This design comes from an exercise in tuning for small area, a short achievable clock period and few clock cycles on the open sky130 flow, not from production work. Where RTL was checked, it was by simulation tests only, not by an equivalence proof against the original. The RTL of runs 2 to 5 was laid out without a check of its function. Power figures rest on the tool's default switching activity, not on a simulated workload.

[design/flow/run.sh]
#!/bin/bash
# synth_recipe.tcl (not shown) runs the flow's synth.tcl, then flattens the netlist and writes it again
# the make line also repeats each setting of config.mk as NAME=value (left out here)
make -C /OpenROAD-flow-scripts/flow DESIGN_CONFIG=/design/flow/config.mk WORK_HOME=/design/flow/orfs CLKGATE_MAP_FILE= SYNTH_SCRIPT=/design/flow/synth_recipe.tcl finish
[design/flow/config.mk]
export PLATFORM = sky130hd
export DESIGN_NAME = prog_instruction_mem
export DESIGN_NICKNAME = prog_instruction_mem
export VERILOG_FILES = /design/flow/design.v
export SDC_FILE = /design/flow/constraint.sdc
export NUM_CORES = 4
export LEC_CHECK = 0
export CAP_MARGIN = 20
export CORE_MARGIN = 2
export CORE_UTILIZATION = 40
export SLEW_MARGIN = 20
[design/flow/constraint.sdc]
create_clock -name core_clock -period 5.0 [get_ports {clk}]
set_input_delay 1.0000 -clock core_clock [delete_from_list [all_inputs] [get_ports {clk}]]
set_output_delay 1.0000 -clock core_clock [all_outputs]
set_load 0.01 [all_outputs]
[design/flow/design.v]
package imem_pkg;
    typedef enum logic [1:0] {
        INIT = 2'd0,
        RUN  = 2'd1,
        LOAD = 2'd2,
        FILL = 2'd3
    } imem_state_e;
    localparam logic [15:0] OP_NOP  = 16'h0000;
    localparam logic [15:0] OP_HALT = 16'hFFFF;
endpackage
module imem_array #(
    parameter int unsigned DATA_W = 16,
    parameter int unsigned DEPTH  = 256,
    parameter int unsigned PTR_W  = 8
) (
    input  logic              clk,
    input  logic              we_i,
    input  logic [PTR_W-1:0]  waddr_i,
    input  logic [DATA_W-1:0] wdata_i,
    input  logic              re_i,
    input  logic [PTR_W-1:0]  raddr_i,
    output logic [DATA_W-1:0] rdata_o
);
    logic [DATA_W-1:0] mem_q [DEPTH];
    logic [DATA_W-1:0] rdata_q;
    always_ff @(posedge clk) begin
        if (we_i) begin
            mem_q[waddr_i] <= wdata_i;
        end
    end
    always_ff @(posedge clk) begin
        if (re_i) begin
            rdata_q <= mem_q[raddr_i];
        end
    end
    assign rdata_o = rdata_q;
endmodule
module prog_instruction_mem #(
    parameter int unsigned       ADDR_W    = 16,
    parameter int unsigned       DATA_W    = 16,
    parameter int unsigned       DEPTH     = 256,
    parameter logic [DATA_W-1:0] FILL_WORD = DATA_W'(imem_pkg::OP_NOP)
) (
    input  logic                       clk,
    input  logic                       rst_n,
    input  logic                       fetch_req,
    input  logic [ADDR_W-1:0]          fetch_addr,
    output logic [DATA_W-1:0]          instr,
    output logic                       instr_valid,
    output logic                       addr_fault,
    input  logic                       load_start,
    input  logic                       ld_valid,
    input  logic [DATA_W-1:0]          ld_data,
    input  logic                       ld_last,
    output logic                       ld_ready,
    output logic                       busy,
    output logic                       load_ovf,
    output logic [$clog2(DEPTH+1)-1:0] prog_len
);
    localparam int unsigned      PTR_W = (DEPTH > 1) ? $clog2(DEPTH) : 1;
    localparam int unsigned      LEN_W = $clog2(DEPTH + 1);
    localparam logic [PTR_W-1:0] LAST  = PTR_W'(DEPTH - 1);
    imem_pkg::imem_state_e       state_q, state_d;
    logic [PTR_W-1:0]  wr_ptr_q, wr_ptr_d;
    logic              load_ovf_q, load_ovf_d;
    logic [LEN_W-1:0]  prog_len_q, prog_len_d;
    logic              instr_valid_q, addr_fault_q, fill_sel_q;
    logic              wr_en;
    logic [PTR_W-1:0]  wr_addr;
    logic [DATA_W-1:0] wr_data;
    logic [31:0]       fetch_idx;
    logic              fetch_misaligned, fetch_oor, fetch_fault, fetch_accept, rd_en;
    logic [PTR_W-1:0]  rd_addr;
    logic [DATA_W-1:0] rd_data;
    assign fetch_idx        = 32'(fetch_addr) >> 1;   
    assign fetch_misaligned = fetch_addr[0];
    assign fetch_oor        = (fetch_idx >= 32'(DEPTH));
    assign fetch_fault      = fetch_misaligned | fetch_oor;
    assign fetch_accept     = (state_q == imem_pkg::RUN) && fetch_req && !load_start;
    assign rd_en            = fetch_accept && !fetch_fault;
    assign rd_addr          = PTR_W'(fetch_idx);
    imem_array #(
        .DATA_W (DATA_W),
        .DEPTH  (DEPTH),
        .PTR_W  (PTR_W)
    ) u_array (
        .clk     (clk),
        .we_i    (wr_en),
        .waddr_i (wr_addr),
        .wdata_i (wr_data),
        .re_i    (rd_en),
        .raddr_i (rd_addr),
        .rdata_o (rd_data)
    );
    always_comb begin
        state_d    = state_q;
        wr_ptr_d   = wr_ptr_q;
        load_ovf_d = load_ovf_q;
        prog_len_d = prog_len_q;
        wr_en      = 1'b0;
        wr_addr    = wr_ptr_q;
        wr_data    = FILL_WORD;
        unique case (state_q)
            imem_pkg::INIT, imem_pkg::FILL: begin
                wr_en = 1'b1;
                if (wr_ptr_q == LAST) begin
                    state_d  = imem_pkg::RUN;
                    wr_ptr_d = '0;
                end else begin
                    wr_ptr_d = wr_ptr_q + 1'b1;
                end
            end
            imem_pkg::RUN: begin
                if (load_start) begin
                    state_d    = imem_pkg::LOAD;
                    wr_ptr_d   = '0;
                    load_ovf_d = 1'b0;
                    prog_len_d = '0;
                end
            end
            imem_pkg::LOAD: begin
                if (ld_valid) begin
                    wr_en      = 1'b1;
                    wr_data    = ld_data;
                    prog_len_d = prog_len_q + 1'b1;
                    if (ld_last) begin
                        if (wr_ptr_q != LAST) begin
                            state_d  = imem_pkg::FILL;
                            wr_ptr_d = wr_ptr_q + 1'b1;
                        end else begin
                            state_d  = imem_pkg::RUN;
                            wr_ptr_d = '0;
                        end
                    end else if (wr_ptr_q == LAST) begin
                        state_d    = imem_pkg::RUN;
                        wr_ptr_d   = '0;
                        load_ovf_d = 1'b1;
                    end else begin
                        wr_ptr_d = wr_ptr_q + 1'b1;
                    end
                end
            end
            default: begin
                state_d  = imem_pkg::INIT;
                wr_ptr_d = '0;
            end
        endcase
    end
    always_ff @(posedge clk or negedge rst_n) begin
        if (!rst_n) begin
            state_q    <= imem_pkg::INIT;
            wr_ptr_q   <= '0;
            load_ovf_q <= 1'b0;
            prog_len_q <= '0;
        end else begin
            state_q    <= state_d;
            wr_ptr_q   <= wr_ptr_d;
            load_ovf_q <= load_ovf_d;
            prog_len_q <= prog_len_d;
        end
    end
    always_ff @(posedge clk or negedge rst_n) begin
        if (!rst_n) begin
            instr_valid_q <= 1'b0;
            addr_fault_q  <= 1'b0;
            fill_sel_q    <= 1'b1;
        end else begin
            instr_valid_q <= fetch_accept;
            addr_fault_q  <= fetch_accept && fetch_fault;
            if (fetch_accept) begin
                fill_sel_q <= fetch_fault;
            end
        end
    end
    assign instr       = fill_sel_q ? FILL_WORD : rd_data;
    assign instr_valid = instr_valid_q;
    assign addr_fault  = addr_fault_q;
    assign ld_ready    = (state_q == imem_pkg::LOAD);
    assign busy        = (state_q != imem_pkg::RUN);
    assign load_ovf    = load_ovf_q;
    assign prog_len    = prog_len_q;
endmodule
==> run notes, run 1 <==
Vias 80,900; Die Footprint 406,000 um2; Worst-Margin Slew 1210 ps; drt first-iter violations 10,700; Setup WS post-layout 992 ps; Syn-to-layout area delta 14.6%; status timing/DRC/antenna clean; Die W 637 um; die outline height 637 um; Int Power 58.1 mW; Clock Latency Late Sink 990 ps; Synth area leaders edfxtp_1, mux4_2, mux2i_1, o221ai_1, nor2_1; async set-reset flop share out of synthesis 0.556%; Post-CTS Setup Inserts 0; Period Utilization, post-route 80.2%; cell area power density 413 nW/um2; largest net degree at the start of global routing 149; layout cell share with drive strength beyond 1 24.9%; Clock power frac 39.2%; Comb power frac 8.5%; crit path DAT 3010 ps; Final HPWL DP 261 mm; core footprint 399,000 um2; Max Clk Rate 249 MHz; dpl cells 13,000; Post-synth top cells edfxtp_1, mux4_2, mux2i_1; max-slew violation count 0; Worst-path clk slew 60 ps; vias in the first global route 79,200; FILL cells 32,900; count leader, synth edfxtp_1; Tot GR Track Use 20.7%; min cycle time layout 4010 ps; average wire per standard cell 31.3 um; post-route ant nets 0; Max H-tree Level 5; DR DRC count 0; number of synthesized flops with an enable pin 4,112; Max-slew headroom 19.4%; detailed-router iteration count before antenna repair 6; Max FO, Critical Path 17; final setup vio count 0; I/O Buffers 67; mapped cell area 160,000 um2; Cells after Synth 7,526; row cnt 232; Post-Syn Area per Cell 21.3 um2; CP Capture Type output port; CTS tree yes; most used flip-flop cell after synthesis edfxtp_1; leakage 59.4 nW; switching pwr 17.8 mW; layout net count 8,186; Worst Hold Class input pin to async pin; first-pass GRT wire length 605 mm; Post-Syn Nets 7,571; total CTS buffers 402; crit path from fill_sel_q; initial antenna violation count 22; Clock Tree Buf Depth 4; DR vias/cell 5.88; Worst R2R Start state_q[0]; sequential power share 52.3%; synth warn 2; critical path class flip-flop to output port; Routed Wire Length 430 mm; Clock Sinks 4,135; fin cells 13,700; Seq cells post-synth 4,135; final core occ 46.0%; unrepaired setup endpoints after global routing no; DP Worst Slack 260 ps; Sw Ratio 23.4%; number of max-cap violations 0; post-CTS sizing 0; GRT overflow 0; CP Launch Type flip-flop; hold-fix buffers at CTS 0; Synth top area share 77.0%; required time of the worst setup path 4000 ps; initial core utilization 40.2%; final hold vios 0; Placer Congestion 0.846; worst vdd ir 0.000307 V; CTS root buf clkbuf_16; post-synthesis sequential area ratio 77.4%; Ports 68; Synth cell types 56; largest area contributor in the synthesized netlist edfxtp_1; final clock skew 65.1 ps
[area by class of cell]
class                   count  area [um2]  area share [%]
multi-input cells        2915       33800            18.4
well taps                5265        6590            3.58
repair buffers            676        6400            3.48
inverters                  11        53.8          0.0293
diodes                      6        15.0         0.00817
clock inverters           244        2330            1.27
flip-flops and latches   4135      124000            67.5
clock buffers             496       10500            5.71
[placed cells by master (no fill, tap or decap), drive strengths merged, types with 21 or more instances in the layout]
cell type and count:
edfxtp 4112, mux4 788, buf 615, mux2i 609, clkbuf 496, o221ai 284
nor2 283, a21oi 210, clkinv 180, o22ai 168, nor3 103, mux2 64
clkdlybuf4s50 61, nand2 58, nand3 39, bufinv 34, a22o 32, a22oi 30
nor4 29, o21ai 27, and3 27, nor2b 23, dfrtp 22, clkinvlp 21
[cell families (layout without fill, tap and decap cells)]
logic type               Yosys count  count (layout)  synth area share [%]
AO/OA/AOI/OAI                    834             834                  3.73
other                              0               6                     0
flip-flops                      4135            4135                  77.4
adder cells (fa/ha/maj)            7               7                0.0546
buffers and inverters            476            1427                  1.69
XOR/XNOR                          14              14                0.0765
multiplexers                    1461            1461                  15.3
AND/OR/NAND/NOR                  599             599                  1.73
[critical path, cell delays in order (launching register included)]
cell and delay [ps]:
dfstp_2 540, nor2b_1 800, clkdlybuf4s50_1 680
[state kept, by name, summed over array words and instances, names as in the netlist]
register,count
prog_len_q,9
wr_ptr_q,8
u_array.mem_q,4096
instr_valid_q,1
state_q,2
addr_fault_q,1
u_array.rdata_q,16
load_ovf_q,1
fill_sel_q,1
[layer usage]
metal / up-vias / global-route usage (%) / wire (um)
met2: 3888 / 32.4 / 202000
li1: 33200 / - / -
met4: 8 / 6.01 / 13200
met1: 43200 / 30.3 / 179000
met5: - / 0 / 55
met3: 585 / 2.99 / 35800
[stage by stage]
| step | setup TNS (ps) | power [mW] | instance area [um2] | hold slack [ps] |
|---|---|---|---|---|
| after global placement | 0 | 46.6 | 171000 | 500 |
| final | 0 | 75.9 | 184000 | 431 |
| after floorplan | -729740 | 43.8 | 160000 | 529 |
| after CTS | 0 | 76.3 | 184000 | 375 |
| after global routing | 0 | 77.9 | 184000 | 422 |
| after detailed placement | 0 | 46.8 | 171000 | 506 |
[final timing paths]
| check | endpoint | slack (ps) | depth (start not counted) |
|---|---|---|---|
| max | instr[9] | 990 | 2 |
| min | addr_fault_q | 430 | 2 |
| max reg2reg | u_array.mem_q[33][11] | 1020 | 8 |
| min reg2reg | load_ovf_q | 520 | 2 |
| max in group asynchronous | wr_ptr_q[5] | 4240 | 2 |
| min in group core_clock | load_ovf_q | 520 | 2 |
[power by group through the flow]
stage                     clock network, mW  logic (mW)  registers, mW
final                                  29.8        6.42           39.7
after global routing                   31.5        6.70           39.7
after global placement                    0        6.23           40.4
after CTS                              30.2        6.42           39.7
after floorplan                           0        3.16           40.6
after detailed placement                  0        6.41           40.4
Testbench counts, summed over its fixed seeds: cycles 30,610.
==> run 2: changes to the inputs <==
==> design/flow/design.v (replaced) <==
package imem_pkg;
    localparam logic [15:0] OP_NOP  = 16'h0000;
    localparam logic [15:0] OP_HALT = 16'hFFFF;
endpackage
module imem_array #(
    parameter int unsigned DATA_W = 16,
    parameter int unsigned DEPTH  = 256,
    parameter int unsigned PTR_W  = 8
) (
    input  logic              clk,
    input  logic              we_i,
    input  logic [PTR_W-1:0]  waddr_i,
    input  logic [DATA_W-1:0] wdata_i,
    input  logic [PTR_W-1:0]  raddr_i,
    output logic [DATA_W-1:0] rdata_o
);
    logic [DATA_W-1:0] mem_q [DEPTH];
    always_ff @(posedge clk) begin
        if (we_i) begin
            mem_q[waddr_i] <= wdata_i;
        end
    end
    logic [DEPTH-1:0] rsel;
    always_comb begin
        rsel = '0;
        rsel[raddr_i] = 1'b1;
    end
    always_comb begin
        rdata_o = '0;
        for (int i = 0; i < DEPTH; i++) begin
            rdata_o = rdata_o | (mem_q[i] & {DATA_W{rsel[i]}});
        end
    end
endmodule
module prog_instruction_mem #(
    parameter int unsigned       ADDR_W    = 16,
    parameter int unsigned       DATA_W    = 16,
    parameter int unsigned       DEPTH     = 256,
    parameter logic [DATA_W-1:0] FILL_WORD = DATA_W'(imem_pkg::OP_NOP)
) (
    input  logic                       clk,
    input  logic                       rst_n,
    input  logic                       fetch_req,
    input  logic [ADDR_W-1:0]          fetch_addr,
    output logic [DATA_W-1:0]          instr,
    output logic                       instr_valid,
    output logic                       addr_fault,
    input  logic                       load_start,
    input  logic                       ld_valid,
    input  logic [DATA_W-1:0]          ld_data,
    input  logic                       ld_last,
    output logic                       ld_ready,
    output logic                       busy,
    output logic                       load_ovf,
    output logic [$clog2(DEPTH+1)-1:0] prog_len
);
    localparam int unsigned PTR_W = (DEPTH > 1) ? $clog2(DEPTH) : 1;
    localparam int unsigned LEN_W = $clog2(DEPTH + 1);
    logic              loading_q;
    logic [LEN_W-1:0]  prog_len_q;      
    logic              load_ovf_q;
    logic [LEN_W-1:0]  len_q;           
    logic              instr_valid_q, addr_fault_q;
    logic [DATA_W-1:0] rdata_q;
    logic              wr_en, wr_end;
    logic [31:0]       fetch_idx;
    logic              fetch_fault, fetch_accept, fetch_fill;
    logic [DATA_W-1:0] rd_data;
    assign fetch_idx    = 32'(fetch_addr) >> 1;
    assign fetch_fault  = fetch_addr[0] | (fetch_idx >= 32'(DEPTH));
    assign fetch_accept = !loading_q && fetch_req && !load_start;
    assign fetch_fill   = fetch_fault | (fetch_idx >= 32'(len_q));
    assign wr_en  = loading_q && ld_valid;
    assign wr_end = ld_last || (len_q == LEN_W'(DEPTH - 1));
    imem_array #(
        .DATA_W (DATA_W),
        .DEPTH  (DEPTH),
        .PTR_W  (PTR_W)
    ) u_array (
        .clk     (clk),
        .we_i    (wr_en),
        .waddr_i (len_q[PTR_W-1:0]),
        .wdata_i (ld_data),
        .raddr_i (fetch_idx[PTR_W-1:0]),
        .rdata_o (rd_data)
    );
    always_ff @(posedge clk or negedge rst_n) begin
        if (!rst_n) begin
            loading_q  <= 1'b0;
            load_ovf_q <= 1'b0;
            len_q      <= '0;
            prog_len_q <= '0;
        end else if (loading_q) begin
            if (ld_valid) begin
                len_q <= len_q + 1'b1;
                if (wr_end) begin
                    loading_q  <= 1'b0;
                    load_ovf_q <= !ld_last;
                    prog_len_q <= len_q + 1'b1;
                end
            end
        end else if (load_start) begin
            loading_q  <= 1'b1;
            load_ovf_q <= 1'b0;
            len_q      <= '0;
        end
    end
    always_ff @(posedge clk or negedge rst_n) begin
        if (!rst_n) begin
            instr_valid_q <= 1'b0;
            addr_fault_q  <= 1'b0;
        end else begin
            instr_valid_q <= fetch_accept;
            addr_fault_q  <= fetch_accept && fetch_fault;
        end
    end
    always_ff @(posedge clk) begin
        rdata_q <= fetch_fill ? FILL_WORD : rd_data;
    end
    assign instr       = rdata_q;
    assign instr_valid = instr_valid_q;
    assign addr_fault  = addr_fault_q;
    assign ld_ready    = loading_q;
    assign busy        = loading_q;
    assign load_ovf    = load_ovf_q;
    assign prog_len    = prog_len_q;
endmodule
--- a/design/flow/config.mk
+++ b/design/flow/config.mk
@@ -7,5 +7,6 @@
 export LEC_CHECK = 0
 export CAP_MARGIN = 20
 export CORE_MARGIN = 2
-export CORE_UTILIZATION = 40
+export CORE_UTILIZATION = 60
+export SETUP_SLACK_MARGIN = 2.3
 export SLEW_MARGIN = 20
==> run 2 against run 1 <==
Net effect: the run now fails in global routing; synthesized cell count grew 23%; area after synthesis shrank 2.9%.
==> run notes, run 2 <==
I/O Buffers 67; CTS root buf clkbuf_16; Clock Tree Buf Depth 4; initial core utilization 60.2%; Final HPWL DP 801 mm; hold-fix buffers at CTS 0; status did not finish; vias in the first global route 154,000; error msg [ERROR GRT-0116] Global routing finished with congestion. Check the congestion regions in the DRC Viewer.; largest area contributor in the synthesized netlist edfxtp_1; Post-synth top cells edfxtp_1, a22oi_1, nor2_1; async set-reset flop share out of synthesis 0.532%; most used flip-flop cell after synthesis edfxtp_1; post-synthesis sequential area ratio 79.6%; GRT overflow 5,104; Cell Area, Placed 190,000 um2; largest net degree at the start of global routing 107; first-pass GRT wire length 1640 mm; Clock Sinks 4,134; Cells after Synth 9,221; Post-Syn Nets 9,277; Seq cells post-synth 4,134; Die W 513 um; Fail Step global routing; Max H-tree Level 5; row cnt 187; Post-Syn Area per Cell 16.9 um2; Tot GR Track Use 94.6%; die outline height 513 um; mapped cell area 156,000 um2; total CTS buffers 405; synth warn 2; dpl cells 15,100; number of synthesized flops with an enable pin 4,096; Synth cell types 85; Synth top area share 79.0%; Synth area leaders edfxtp_1, a22oi_1, a22o_1, nor2_1, clkbuf_1; count leader, synth edfxtp_1; Ports 68; Placer Congestion 1.37
-- run 2: kinds of logic after synthesis --
logic type / Yosys count / share of synthesized area (%)
buf+inv: 583 / 1.45
xor+xnor: 6 / 0.0338
flops: 4134 / 79.6
simple gates: 2112 / 6.94
fa+ha+maj: 18 / 0.145
compound gates: 2343 / 11.7
mux: 25 / 0.170
-- run 2: worst max path at each step --
stage,depth (start not counted),end,start,slack [ps]
2_1_floorplan,14,rdata_q[11],fetch_addr[1],880
3_3_place_gp,18,rdata_q[3],fetch_addr[1],-2970
3_5_place_dp,18,rdata_q[3],fetch_addr[1],-2320
4_1_cts,17,rdata_q[3],fetch_addr[1],780
-- run 2: power by group through the flow --
stage / Combinational (mW) / Sequential (mW) / Clock, mW
floorplan: 1.10 / 39.0 / 0
global placement: 5.01 / 39.0 / 0
detailed placement: 5.07 / 39.0 / 0
CTS: 5.34 / 38.3 / 30.0
-- run 2: per-stage QoR --
step | setup slack, ps | total power [mW]
after detailed placement | -2320 | 44.1
after global placement | -2970 | 44.0
after floorplan | 878 | 40.1
after CTS | 781 | 73.6
-- run 2: timing repair --
item | in CTS
pin swaps | 107
endpoints found under the setup margin | 3913
gates cloned | 7
buffers inserted | 168
gates resized for setup | 429
-- run 2: routing by layer --
metal,track usage (%),overflow
met5,81.6,124
met3,90.6,619
met1,95.1,709
met4,91.9,1458
met2,99.8,2194
==> run 3: changes to the inputs <==
--- a/design/flow/config.mk
+++ b/design/flow/config.mk
@@ -7,6 +7,6 @@
 export LEC_CHECK = 0
 export CAP_MARGIN = 20
 export CORE_MARGIN = 2
-export CORE_UTILIZATION = 60
-export SETUP_SLACK_MARGIN = 2.3
+export CORE_UTILIZATION = 45
+export SETUP_SLACK_MARGIN = 1.5
 export SLEW_MARGIN = 20
==> run 3 against run 2 <==
Net effect: the run again fails in global routing; synthesized cell count unchanged; area after synthesis stayed put.
==> run notes, run 3 <==
status did not finish; Fail Step global routing; error msg [ERROR GRT-0116] Global routing finished with congestion. Check the congestion regions in the DRC Viewer.; Synth cell types 85; Post-synth top cells edfxtp_1, a22oi_1, nor2_1; Max H-tree Level 5; Placer Congestion 1.33; Final HPWL DP 881 mm; Post-Syn Area per Cell 16.9 um2; hold-fix buffers at CTS 0; CTS root buf clkbuf_16; Post-Syn Nets 9,277; initial core utilization 45.3%; count leader, synth edfxtp_1; Synth area leaders edfxtp_1, a22oi_1, a22o_1, nor2_1, clkbuf_1; number of synthesized flops with an enable pin 4,096; mapped cell area 156,000 um2; Tot GR Track Use 75.1%; DP Worst Slack -2020 ps; Cells after Synth 9,221; largest area contributor in the synthesized netlist edfxtp_1; largest net degree at the start of global routing 120; total CTS buffers 418; post-synthesis sequential area ratio 79.6%; die outline height 592 um; vias in the first global route 144,000; Seq cells post-synth 4,134; Ports 68; Clock Sinks 4,134; async set-reset flop share out of synthesis 0.532%; Clock Tree Buf Depth 4; synth warn 2; I/O Buffers 67; GRT overflow 128; first-pass GRT wire length 1670 mm; Die W 592 um; row cnt 215; most used flip-flop cell after synthesis edfxtp_1; Synth top area share 79.0%
[run 3: routing by layer]
| layer | GRT overflow | global-route usage, % |
|---|---|---|
| met1 | 1 | 75.4 |
| met2 | 74 | 83.9 |
| met3 | 4 | 70.1 |
| met4 | 49 | 69.4 |
| met5 | 0 | 49.0 |
[run 3: through the flow]
| step | setup TNS, ps | std cells | util (%) | area, um2 | hold WS [ps] |
|---|---|---|---|---|---|
| CTS | 0 | 17200 | 61.3 | 211000 | 410 |
| detailed placement | -24710 | 16300 | 56.0 | 193000 | 482 |
| global placement | -31440 | 16300 | 56.0 | 192000 | 492 |
| floorplan | 0 | 9221 | - | 156000 | 450 |
[run 3: power groups by stage]
stage | Combinational (mW) | Sequential [mW] | Clock (mW)
3_3_place_gp | 5.30 | 39.0 | 0
3_5_place_dp | 5.31 | 39.0 | 0
2_1_floorplan | 1.05 | 39.0 | 0
4_1_cts | 5.63 | 38.3 | 32.2
[run 3: repair_timing]
action	in CTS
pin swaps	154
gates cloned	7
buffers inserted	149
setup endpoints to repair	257
gates resized for setup	587
[run 3: how the worst max path moves through the flow]
stage / startpoint / endpoint / slack, ps / depth (start not counted)
CTS: fetch_addr[2] / rdata_q[4] / 590 / 19
detailed placement: fetch_addr[2] / rdata_q[4] / -2020 / 23
floorplan: fetch_addr[1] / rdata_q[11] / 880 / 14
global placement: fetch_addr[2] / rdata_q[4] / -3270 / 22
[run 3: logic make-up after synthesis]
family / Yosys count / share of synthesized area, %
simple gates: 2112 / 6.94
compound gates: 2343 / 11.7
mux: 25 / 0.170
xor+xnor: 6 / 0.0338
flops: 4134 / 79.6
buf+inv: 583 / 1.45
fa+ha+maj: 18 / 0.145
==> run 4: changes to the inputs <==
--- a/design/flow/design.v
+++ b/design/flow/design.v
@@ -20,17 +20,7 @@
             mem_q[waddr_i] <= wdata_i;
         end
     end
-    logic [DEPTH-1:0] rsel;
-    always_comb begin
-        rsel = '0;
-        rsel[raddr_i] = 1'b1;
-    end
-    always_comb begin
-        rdata_o = '0;
-        for (int i = 0; i < DEPTH; i++) begin
-            rdata_o = rdata_o | (mem_q[i] & {DATA_W{rsel[i]}});
-        end
-    end
+    assign rdata_o = mem_q[raddr_i];
 endmodule
 module prog_instruction_mem #(
     parameter int unsigned       ADDR_W    = 16,
@@ -70,7 +60,7 @@
     assign fetch_fault  = fetch_addr[0] | (fetch_idx >= 32'(DEPTH));
     assign fetch_accept = !loading_q && fetch_req && !load_start;
     assign fetch_fill   = fetch_fault | (fetch_idx >= 32'(len_q));
-    assign wr_en  = loading_q && ld_valid;
+    assign wr_en  = loading_q;
     assign wr_end = ld_last || (len_q == LEN_W'(DEPTH - 1));
     imem_array #(
         .DATA_W (DATA_W),
--- a/design/flow/config.mk
+++ b/design/flow/config.mk
@@ -7,6 +7,8 @@
 export LEC_CHECK = 0
 export CAP_MARGIN = 20
 export CORE_MARGIN = 2
-export CORE_UTILIZATION = 45
+export CORE_UTILIZATION = 50
+export CTS_BUF_LIST = sky130_fd_sc_hd__clkbuf_4 sky130_fd_sc_hd__clkbuf_8
+export CTS_CLUSTER_SIZE = 30
 export SETUP_SLACK_MARGIN = 1.5
 export SLEW_MARGIN = 20
==> run 4 against run 3 <==
Net effect: now clean on timing, DRC and antenna; area after synthesis is 3.5% higher; synthesized cell count is 13% lower.
==> run notes, run 4 <==
core footprint 321,000 um2; post-route ant nets 0; Tot GR Track Use 28.5%; number of max-cap violations 0; Register Area 124,000 um2; total CTS buffers 666; crit-path max cell delay 720 ps; Worst-path clk slew 60 ps; layout net count 8,981; average wire per standard cell 34.2 um; most frequent cells in the layout edfxtp_1, mux2i_1, clkbuf_8; top flop regs u_array.mem_q (4096), rdata_q (16); unrepaired setup endpoints after global routing no; Clock Sinks 4,134; final core occ 57.0%; Max Clk Rate 281 MHz; Clock Latency Late Sink 1240 ps; max-slew violation count 0; Final HPWL DP 293 mm; Bufs and invs on worst path 2; crit path DAT 4690 ps; synth warn 2; DP Worst Slack 40.5 ps; largest area contributor in the synthesized netlist edfxtp_1; required time of the worst setup path 6130 ps; number of synthesized flops with an enable pin 4,096; layout cell share with drive strength beyond 1 25.5%; Cells after Synth 8,030; async set-reset flop share out of synthesis 0.532%; Post-Syn Nets 8,082; detailed-router iteration count before antenna repair 9; Worst Hold Class input pin to async pin; die outline height 572 um; Post-Syn Area per Cell 20.1 um2; Synth area leaders edfxtp_1, mux4_2, mux2i_1, o221ai_1, nor2_1; delay-heaviest family, CP simple AND/OR/NAND/NOR gates; drt first-iter violations 11,900; row cnt 208; Syn-to-layout area delta 13.5%; Multi-input gate area 33,900 um2; final setup vio count 0; leading cell type in the layout, fill and taps excluded edfxtp_1; initial core utilization 50.2%; Biggest register u_array.mem_q; vias in the first global route 85,100; worst vdd ir 0.000270 V; CTS tree yes; Crit-path slowest cell clkdlybuf4s50_1; largest net degree at the start of global routing 142; FILL cells 23,900; DR vias/cell 6.30; first-pass GRT wire length 653 mm; final hold vios 0; grt met3 use 5.69%; Period Utilization, post-route 71.2%; Largest register FFs 4,096; Worst-Margin Slew 1210 ps; CP Capture Type flip-flop; Synth cell types 69; Routed Wire Length 470 mm; gr busiest metal met2; mapped cell area 161,000 um2; Ports 68; I/O Buffers 67; final clock skew 80.1 ps; count leader, synth edfxtp_1; Die W 572 um; cell area power density 388 nW/um2; worst-path cell chain clkdlybuf4s50_1 -> and3b_1 -> buf_4 -> nand2_1 -> a21oi_1 -> a311oi_1 -> nand3_1 -> or4_1 -> o41ai_1; DR DRC count 0; most used flip-flop cell after synthesis edfxtp_1; Max H-tree Level 6; status timing/DRC/antenna clean; Seq cells post-synth 4,134; Synth top area share 76.4%; min cycle time layout 3560 ps; GR Layer Usage met1 40.2%; post-synthesis sequential area ratio 76.9%; Placer Congestion 0.947; leakage 59.8 nW; Die Footprint 327,000 um2; initial antenna violation count 28; Hold Slack 165 ps; critical path class input pin to flip-flop; Vias 86,600; Post-synth top cells edfxtp_1, mux2i_1, mux4_2; Clock Tree Buf Depth 4; Max-slew headroom 19.0%; Setup WS post-layout 1440 ps; GRT overflow 0; CP Launch Type input pin; CTS root buf clkbuf_8; Max FO, Critical Path 24; Global Route met2 Usage 43.6%
[run 4: cell types whose count changed after synthesis, moves of 245 or more]
cell / previous run / this run
a22oi_1: 936 / 10
o221ai_1: 4 / 358
nand3_1: 302 / 57
mux4_2: 0 / 608
a22o_1: 264 / 1
mux2i_1: 13 / 856
[run 4: worst register-to-register path, cell delays in order, from the launching register on]
cell,delay [ps]
dfrtp_1,600
inv_1,210
ha_1,360
nor2b_1,210
nand2_1,630
buf_4,500
nor2_1,320
buf_4,320
[run 4: cell families after synthesis]
kind of cell / after synthesis / share of synthesized area [%]
flops: 4134 / 76.9
mux: 1476 / 13.9
compound gates: 1043 / 4.54
simple gates: 837 / 2.31
buf+inv: 520 / 2.17
fa+ha+maj: 14 / 0.109
xor+xnor: 6 / 0.0326
[run 4: power breakdown]
part	switching, mW	total, mW	internal [mW]
Clock	13.3	28.2	14.8
Sequential	0.0612	38.3	38.3
Combinational	3.01	4.34	1.33
Total	16.4	70.8	54.4
[run 4: final cells by class]
| type | count | share of cell area (%) |
|---|---|---|
| diodes | 13 | 0.0178 |
| clock buffers | 933 | 6.16 |
| clock inverters | 243 | 0.801 |
| inverters | 16 | 0.0376 |
| multi-input cells | 3376 | 18.6 |
| flip-flops and latches | 4134 | 67.8 |
| well taps | 4305 | 2.95 |
| repair buffers | 735 | 3.72 |
[run 4: layer usage]
metal  vias up  wire length, um
met1     45500           185000
met5         -               72
li1      35400                -
met4         8            21200
met2      4861           218000
met3       789            46400
[run 4: path summary, 6_finish.rpt]
kind	to	depth (start not counted)	slack (ps)	from
max in group asynchronous	len_q[2]	2	4520	rst_n
setup reg to reg	u_array.mem_q[104][7]	7	1490	len_q[0]
setup / recovery	rdata_q[13]	9	1440	fetch_addr[7]
hold reg to reg	prog_len_q[5]	2	490	prog_len_q[5]
min in group core_clock	u_array.mem_q[119][1]	1	170	ld_data[1]
hold / removal	prog_len_q[4]	2	170	rst_n
[run 4: repair_timing]
| action | 4_1_cts | 5_1_grt |
|---|---|---|
| hold buffers | 0 | 0 |
| setup endpoints to repair | 31 | 13 |
| gates resized for setup | 12 | 7 |
| setup buffers | 0 | 0 |
[run 4: stage by stage]
step / instances / TNS, ps / total power, mW / instance area, um2
detailed placement: 12600 / 0 / 43.3 / 170000
floorplan: 8030 / 0 / 41.1 / 161000
finish: 13800 / 0 / 70.8 / 183000
CTS: 13700 / 0 / 71.2 / 183000
global placement: 12600 / -115 / 43.3 / 170000
global route: 13800 / 0 / 72.8 / 183000
==> run 5: changes to the inputs <==
--- a/design/flow/config.mk
+++ b/design/flow/config.mk
@@ -8,7 +8,7 @@
 export CAP_MARGIN = 20
 export CORE_MARGIN = 2
 export CORE_UTILIZATION = 50
-export CTS_BUF_LIST = sky130_fd_sc_hd__clkbuf_4 sky130_fd_sc_hd__clkbuf_8
+export CTS_CLUSTER_DIAMETER = 200
 export CTS_CLUSTER_SIZE = 30
-export SETUP_SLACK_MARGIN = 1.5
+export SETUP_SLACK_MARGIN = 2.4
 export SLEW_MARGIN = 20
==> run 5 against run 4 <==
Net effect: still clean; clock skew fell by 13 ps; fmax rose by 24%; clock power fell by 43%; sequential power barely moved; worst setup slack improved by 680 ps; hold slack got worse by 99 ps; cell area fell by 1.3%; critical path depth rose by 3; critical endpoint is now rdata_q[8]; largest cell class unchanged; highest routed layer unchanged.
==> run notes, run 5 <==
Ports 68; CTS root buf clkbuf_16; delay-heaviest family, CP simple AND/OR/NAND/NOR gates; CP Launch Type input pin; CTS tree yes; Largest register FFs 4,096; detailed-router iteration count before antenna repair 8; sequential power share 64.4%; Post-synth top cells edfxtp_1, mux2i_1, mux4_2; Die W 572 um; final clock skew 67.3 ps; first-pass GRT wire length 649 mm; crit path DAT 3680 ps; largest area contributor in the synthesized netlist edfxtp_1; required time of the worst setup path 5800 ps; Worst-path clk slew 120 ps; row cnt 208; DP Worst Slack 195 ps; post-synthesis sequential area ratio 76.9%; Clock Tree Buf Depth 4; mapped cell area 161,000 um2; Worst Hold Class input pin to async pin; synth warn 2; Period Utilization, post-route 57.6%; I/O Buffers 67; Max H-tree Level 4; top flop regs u_array.mem_q (4096), rdata_q (16); Comb power frac 8.4%; Seq cells post-synth 4,134; critical path class input pin to flip-flop; Post-Syn Area per Cell 20.1 um2; count leader, synth edfxtp_1; CP Capture Type flip-flop; Final HPWL DP 282 mm; max-slew violation count 0; status timing/DRC/antenna clean; Sw Ratio 22.8%; Fin Setup TNS 0 ps; min cycle time layout 2880 ps; Synth top area share 76.4%; layout cell share with drive strength beyond 1 24.7%; Clock Sinks 4,134; worst vdd ir 0.000274 V; Cells after Synth 8,030; Routed Wire Length 471 mm; most frequent cells in the layout edfxtp_1, mux2i_1, mux4_2; Clock power frac 27.2%; crit-path max cell delay 610 ps; total CTS buffers 159; fin cells 12,900; final hold vios 0; initial core utilization 50.2%; CP dominant cell by count buf_16; Placer Congestion 0.941; Max-slew headroom 16.1%; switching pwr 13.5 mW; Tot GR Track Use 28.4%; Bufs and invs on worst path 5; number of synthesized flops with an enable pin 4,096; Crit-path slowest cell or4_4; die outline height 572 um; Max FO, Critical Path 7; worst-path cell chain buf_16 -> or2_4 -> buf_12 -> buf_16 -> buf_16 -> buf_12 -> o22ai_2 -> a211oi_2 -> nor4_4 -> nand3_1 -> or4_4 -> o41ai_1; post-route ant nets 0; most used flip-flop cell after synthesis edfxtp_1; Setup WS post-layout 2120 ps; DR DRC count 0; dpl cells 12,500; Syn-to-layout area delta 12.0%; leading cell type in the layout, fill and taps excluded edfxtp_1; Max Clk Rate 347 MHz; final setup vio count 0; Post-Syn Nets 8,082; Hold Slack 66.7 ps; Worst-Margin Slew 1260 ps; unrepaired setup endpoints after global routing yes; leakage 57.1 nW; Vias 84,400; GRT overflow 0; Biggest register u_array.mem_q; Die Footprint 327,000 um2; Synth cell types 69; Power Total 59.4 mW; Clock Latency Late Sink 930 ps; async set-reset flop share out of synthesis 0.532%; vias in the first global route 81,300; drt first-iter violations 12,800; Synth area leaders edfxtp_1, mux4_2, mux2i_1, o221ai_1, nor2_1; initial antenna violation count 18; largest net degree at the start of global routing 138; Int Power 45.9 mW; average wire per standard cell 36.7 um; DR vias/cell 6.56; layout net count 8,562; number of max-cap violations 0; cell area power density 329 nW/um2; core footprint 321,000 um2
[run 5: cell counts after synthesis]
No cell type changed its count.
[run 5: layer usage]
layer  wire length [um]  GRT usage, %  vias up
li1                   -             -    34200
met1             187000          40.6    45300
met2             222000          44.5     4237
met3              39500          3.94      664
met4              22300          11.2        6
met5                 44             0        -
[run 5: power by group through the flow]
stage	logic, mW	registers (mW)	clock network (mW)
after global routing	5.13	38.2	17.4
after CTS	4.78	38.2	16.3
final	4.98	38.2	16.2
after floorplan	2.06	39.0	0
after detailed placement	4.14	39.0	0
after global placement	4.09	39.0	0
[run 5: per-stage QoR]
| stage | utilization (%) | area, um2 |
|---|---|---|
| 2_1_floorplan | - | 161000 |
| 3_3_place_gp | 52.7 | 169000 |
| 3_5_place_dp | 52.7 | 169000 |
| 4_1_cts | 55.7 | 179000 |
| 5_1_grt | 56.2 | 180000 |
| 6_report | 56.2 | 180000 |
[run 5: final cells by class]
cell class / count / area [um2]
Antenna cell: 2 / 5.00
Clock buffer: 199 / 4170
Clock inverter: 7 / 61.3
Fill cell: 23800 / 140000
Inverter: 16 / 96.3
Multi-Input combinational cell: 3379 / 37400
Sequential cell: 4134 / 124000
Tap cell: 4305 / 5390
Timing Repair Buffer: 818 / 9360
Timing Repair inverter: 2 / 17.5
[run 5: what timing repair did]
item,4_1_cts,5_1_grt
endpoints found under the setup margin,3792,1216
setup buffers,116,25
hold buffers,0,0
resized for setup,817,205
pin swaps,82,72
gates cloned,40,14
[run 5: path summary, 6_finish.rpt]
path / cells after the start / endpoint / start / slack, ps
min in group core_clock: 2 / prog_len_q[0] / prog_len_q[0] / 500
worst max register to register: 11 / rdata_q[1] / len_q[3] / 2230
worst min register to register: 2 / prog_len_q[0] / prog_len_q[0] / 500
worst max-delay path: 12 / rdata_q[8] / fetch_addr[2] / 2120
max in group asynchronous: 1 / len_q[2] / rst_n / 4480
worst min-delay path: 1 / len_q[1] / rst_n / 70
[run 5: logic make-up (layout without fill, tap and decap cells)]
group,after synthesis,after routing,synth area share [%]
flops,4134,4134,76.9
other cells,0,2,0
compound gates,1043,1043,4.54
buf+inv,520,1042,2.17
xor+xnor,6,6,0.0326
simple gates,837,840,2.31
fa+ha+maj,14,14,0.109
mux,1476,1476,13.9
[run 5: worst reg2reg max path, stage by stage, from the launching register on]
cell,delay [ps]
dfrtp_2,420
clkinvlp_4,180
ha_4,270
a2111oi_4,320
a21oi_2,130
o221ai_4,200
buf_4,160
nand2_4,110
buf_4,190
buf_4,130
a2111oi_4,440
o2bb2ai_1,160
==> run 6: changes to the inputs <==
--- a/design/flow/design.v
+++ b/design/flow/design.v
@@ -47,10 +47,9 @@
     localparam int unsigned PTR_W = (DEPTH > 1) ? $clog2(DEPTH) : 1;
     localparam int unsigned LEN_W = $clog2(DEPTH + 1);
     logic              loading_q;
-    logic [LEN_W-1:0]  prog_len_q;      
     logic              load_ovf_q;
     logic [LEN_W-1:0]  len_q;           
-    logic              instr_valid_q, addr_fault_q;
+    logic              instr_valid_q, addr_fault_q, fill_sel_q;
     logic [DATA_W-1:0] rdata_q;
     logic              wr_en, wr_end;
     logic [31:0]       fetch_idx;
@@ -60,7 +59,7 @@
     assign fetch_fault  = fetch_addr[0] | (fetch_idx >= 32'(DEPTH));
     assign fetch_accept = !loading_q && fetch_req && !load_start;
     assign fetch_fill   = fetch_fault | (fetch_idx >= 32'(len_q));
-    assign wr_en  = loading_q;
+    assign wr_en  = loading_q && ld_valid;
     assign wr_end = ld_last || (len_q == LEN_W'(DEPTH - 1));
     imem_array #(
         .DATA_W (DATA_W),
@@ -79,14 +78,12 @@
             loading_q  <= 1'b0;
             load_ovf_q <= 1'b0;
             len_q      <= '0;
-            prog_len_q <= '0;
         end else if (loading_q) begin
             if (ld_valid) begin
                 len_q <= len_q + 1'b1;
                 if (wr_end) begin
                     loading_q  <= 1'b0;
                     load_ovf_q <= !ld_last;
-                    prog_len_q <= len_q + 1'b1;
                 end
             end
         end else if (load_start) begin
@@ -99,19 +96,21 @@
         if (!rst_n) begin
             instr_valid_q <= 1'b0;
             addr_fault_q  <= 1'b0;
+            fill_sel_q    <= 1'b1;
         end else begin
             instr_valid_q <= fetch_accept;
             addr_fault_q  <= fetch_accept && fetch_fault;
+            fill_sel_q    <= fetch_fill;
         end
     end
     always_ff @(posedge clk) begin
-        rdata_q <= fetch_fill ? FILL_WORD : rd_data;
+        rdata_q <= rd_data;
     end
-    assign instr       = rdata_q;
+    assign instr       = fill_sel_q ? FILL_WORD : rdata_q;
     assign instr_valid = instr_valid_q;
     assign addr_fault  = addr_fault_q;
     assign ld_ready    = loading_q;
     assign busy        = loading_q;
     assign load_ovf    = load_ovf_q;
-    assign prog_len    = prog_len_q;
+    assign prog_len    = len_q;
 endmodule
--- a/design/flow/config.mk
+++ b/design/flow/config.mk
@@ -7,8 +7,5 @@
 export LEC_CHECK = 0
 export CAP_MARGIN = 20
 export CORE_MARGIN = 2
-export CORE_UTILIZATION = 50
-export CTS_CLUSTER_DIAMETER = 200
-export CTS_CLUSTER_SIZE = 30
-export SETUP_SLACK_MARGIN = 2.4
+export CORE_UTILIZATION = 40
 export SLEW_MARGIN = 20
==> run 6 against run 5 <==
Net effect: via count fell by 7.2%; largest cell class unchanged; combinational power fell by 26%; non-clock buffer count fell by 135; clock power rose by 83%; synthesized cell count fell by 10%; clock skew fell by 1.1 ps; first-iteration DRC count fell by 16%.
==> run notes, run 6 <==
status timing/DRC/antenna clean; CP Launch Type input pin; Final HPWL DP 256 mm; leading cell type in the layout, fill and taps excluded edfxtp_1; core footprint 393,000 um2; leakage 57.5 nW; Post-CTS Setup Inserts 0; cell area power density 395 nW/um2; worst r2r path cells 5; synth warn 2; CTS tree yes; post-synthesis sequential area ratio 78.5%; count leader, synth edfxtp_1; max-slew violation count 0; final setup vio count 0; Tot GR Track Use 20.7%; grt met3 use 3.86%; required time of the worst setup path 5850 ps; CTS root buf clkbuf_16; GRT overflow 0; number of synthesized flops with an enable pin 4,096; Global Route met2 Usage 32.8%; Max FO, Critical Path 43; Worst-path clk slew 70 ps; final clock skew 66.2 ps; Largest register FFs 4,096; Placer Congestion 0.915; critical path class input pin to flip-flop; Post-Syn Nets 7,282; worst vdd ir 0.000345 V; Synth area leaders edfxtp_1, mux4_2, mux2i_1, o22ai_1, nor2_1; Worst R2R Start len_q[7]; GR Layer Usage met1 29.3%; die outline height 632 um; Max Clk Rate 227 MHz; Clock Latency Late Sink 980 ps; Synth cell types 42; average wire per standard cell 31.4 um; Fin Setup TNS 0 ps; crit path from fetch_addr[5]; first-pass GRT wire length 592 mm; post-CTS sizing 0; initial antenna violation count 19; min cycle time layout 4400 ps; initial core utilization 40.2%; Synth top area share 78.0%; largest net degree at the start of global routing 142; Syn-to-layout area delta 14.9%; most used flip-flop cell after synthesis edfxtp_1; Biggest register u_array.mem_q; mapped cell area 158,000 um2; row cnt 230; Post-synth top cells edfxtp_1, mux4_2, mux2i_1; async set-reset flop share out of synthesis 0.339%; DR DRC count 0; Die Footprint 399,000 um2; largest area contributor in the synthesized netlist edfxtp_1; total CTS buffers 407; CP Capture Type flip-flop; Cells after Synth 7,230; most frequent cells in the layout edfxtp_1, mux4_2, mux2i_1; design area 181,000 um2; post-route ant nets 0; layout cell share with drive strength beyond 1 25.4%; crit path DAT 5250 ps; Period Utilization, post-route 88.0%; Die W 632 um; Vias 78,300; number of max-cap violations 0; final hold vios 0; worst reg2reg setup slack 1460 ps; top flop regs u_array.mem_q (4096), rdata_q (16), len_q (9); Post-Syn Area per Cell 21.8 um2; Seq cells post-synth 4,126; Routed Wire Length 422 mm; Max-slew headroom 25.7%; Worst Hold Class input pin to async pin; Max H-tree Level 5; I/O Buffers 67; gr busiest metal met2; R2R Path End u_array.mem_q[172][7]; unrepaired setup endpoints after global routing no; Worst-Margin Slew 1110 ps; hold-fix buffers at CTS 0; drt first-iter violations 10,800; Clock Tree Buf Depth 4; detailed-router iteration count before antenna repair 5; Clock Sinks 4,126; Cell Area, Placed 168,000 um2; vias in the first global route 77,500; layout net count 7,943; DR vias/cell 5.83; Ports 68
-- run 6: cell types whose count changed after synthesis, sizes merged, moves of 102 or more --
cell | before | now
o221ai | 361 | 0
mux2i | 856 | 544
mux4 | 613 | 816
o21ai | 198 | 20
nand2 | 212 | 37
o22ai | 162 | 293
a21oi | 161 | 37
a22oi | 10 | 112
-- run 6: kinds of logic after synthesis --
family	after synthesis	synth area share, %
flip-flops	4126	78.5
multiplexers	1360	15.1
AO/OA/AOI/OAI	697	3.06
AND/OR/NAND/NOR	590	1.69
buffers and inverters	442	1.57
adder cells (fa/ha/maj)	14	0.111
XOR/XNOR	1	0.00556
-- run 6: final cells by class --
type	count	area (um2)
timing repair buffer	683	6350
clock buffer	499	10700
fill	32400	211000
clock inverter	237	2110
tap	5220	6530
sequential	4126	124000
antenna	10	25.0
inverter	11	41.3
multi-input combinational	2662	31800
-- run 6: where the power goes --
group | internal (mW) | switching (mW)
combinational | 1.27 | 2.43
sequential | 38.1 | 0.0591
clock | 16.7 | 12.9
-- run 6: layer usage --
layer / part of all wire [%] / vias up
met2: 47 / 3671
met3: 8.8 / 611
li1: - / 31900
met5: 0.0031 / -
met1: 41 / 42200
met4: 3.3 / 2
-- run 6: critical path: stages --
cell	delay, ps
clkdlybuf4s50_1	970
and2_4	490
buf_12	350
buf_4	320
a22o_1	300
nor4_1	110
buf_4	190
a21oi_1	610
nand4_1	490
a211oi_1	340
-- run 6: metrics by stage --
step / instances / setup WS (ps) / util (%) / hold slack, ps / power, mW
2_1_floorplan: 7230 / 1620 / - / 529 / 40.7
3_3_place_gp: 12700 / -297 / 42.9 / 508 / 42.6
3_5_place_dp: 12700 / -254 / 42.9 / 513 / 42.6
4_1_cts: 13400 / 759 / 46.1 / 436 / 72.0
5_1_grt: 13400 / 531 / 46.1 / 486 / 73.4
6_report: 13400 / 598 / 46.2 / 482 / 71.5
-- run 6: worst max path at each step --
stage	endpoint	slack (ps)	cells after the start
finish	rdata_q[2]	600	10
global route	rdata_q[2]	530	10
CTS	rdata_q[2]	760	10
detailed placement	rdata_q[2]	-250	10
global placement	rdata_q[2]	-300	10
floorplan	u_array.mem_q[207][0]	1620	7
Testbench counts of run 6, summed over its fixed seeds: cycles 20,317.

-- afterwards: timing with drivers on the ports --
Ports are ideal in the flow. The routed layouts listed here were re-timed in OpenROAD. Step 1 (the two cells are an assumption about what drives the block):
set clk [get_ports {clk}]
set_driving_cell -lib_cell sky130_fd_sc_hd__clkbuf_16 $clk
set_driving_cell -lib_cell sky130_fd_sc_hd__buf_2 [delete_from_list [all_inputs] $clk]
Step 2 adds t to the input delays and takes it off the output delays; t is the mean of the earliest and latest rising clock arrival at the registers after step 1. Input paths then give back, and output paths get back, about the clock's delay inside the block. Three values: ideal, step 1, step 2; two values: the first two.
run	shift t [ns]	slack for setup (ns)	hold WS [ns]	worst slew at a driven data input, ns
run 1	1.054	0.992 / 0.891 / 0.171	0.431 / 0.360 / 0.524	0.10
run 4	1.296	1.440 / 1.489 / 0.211	0.165 / 0.093 / 0.488	0.08
run 5	1.026	2.122 / 1.917 / 0.891	0.067 / -0.032 / 0.496	0.42
run 6	1.036	0.598 / 0.671 / -0.365	0.482 / 0.407 / 0.525	0.27
With both steps, setup timing fails in run 6, where it was met with ideal ports. The setup slack of run 5, which loses most, moves by -0.205 ns with the drivers and by -1.231 ns with both steps.
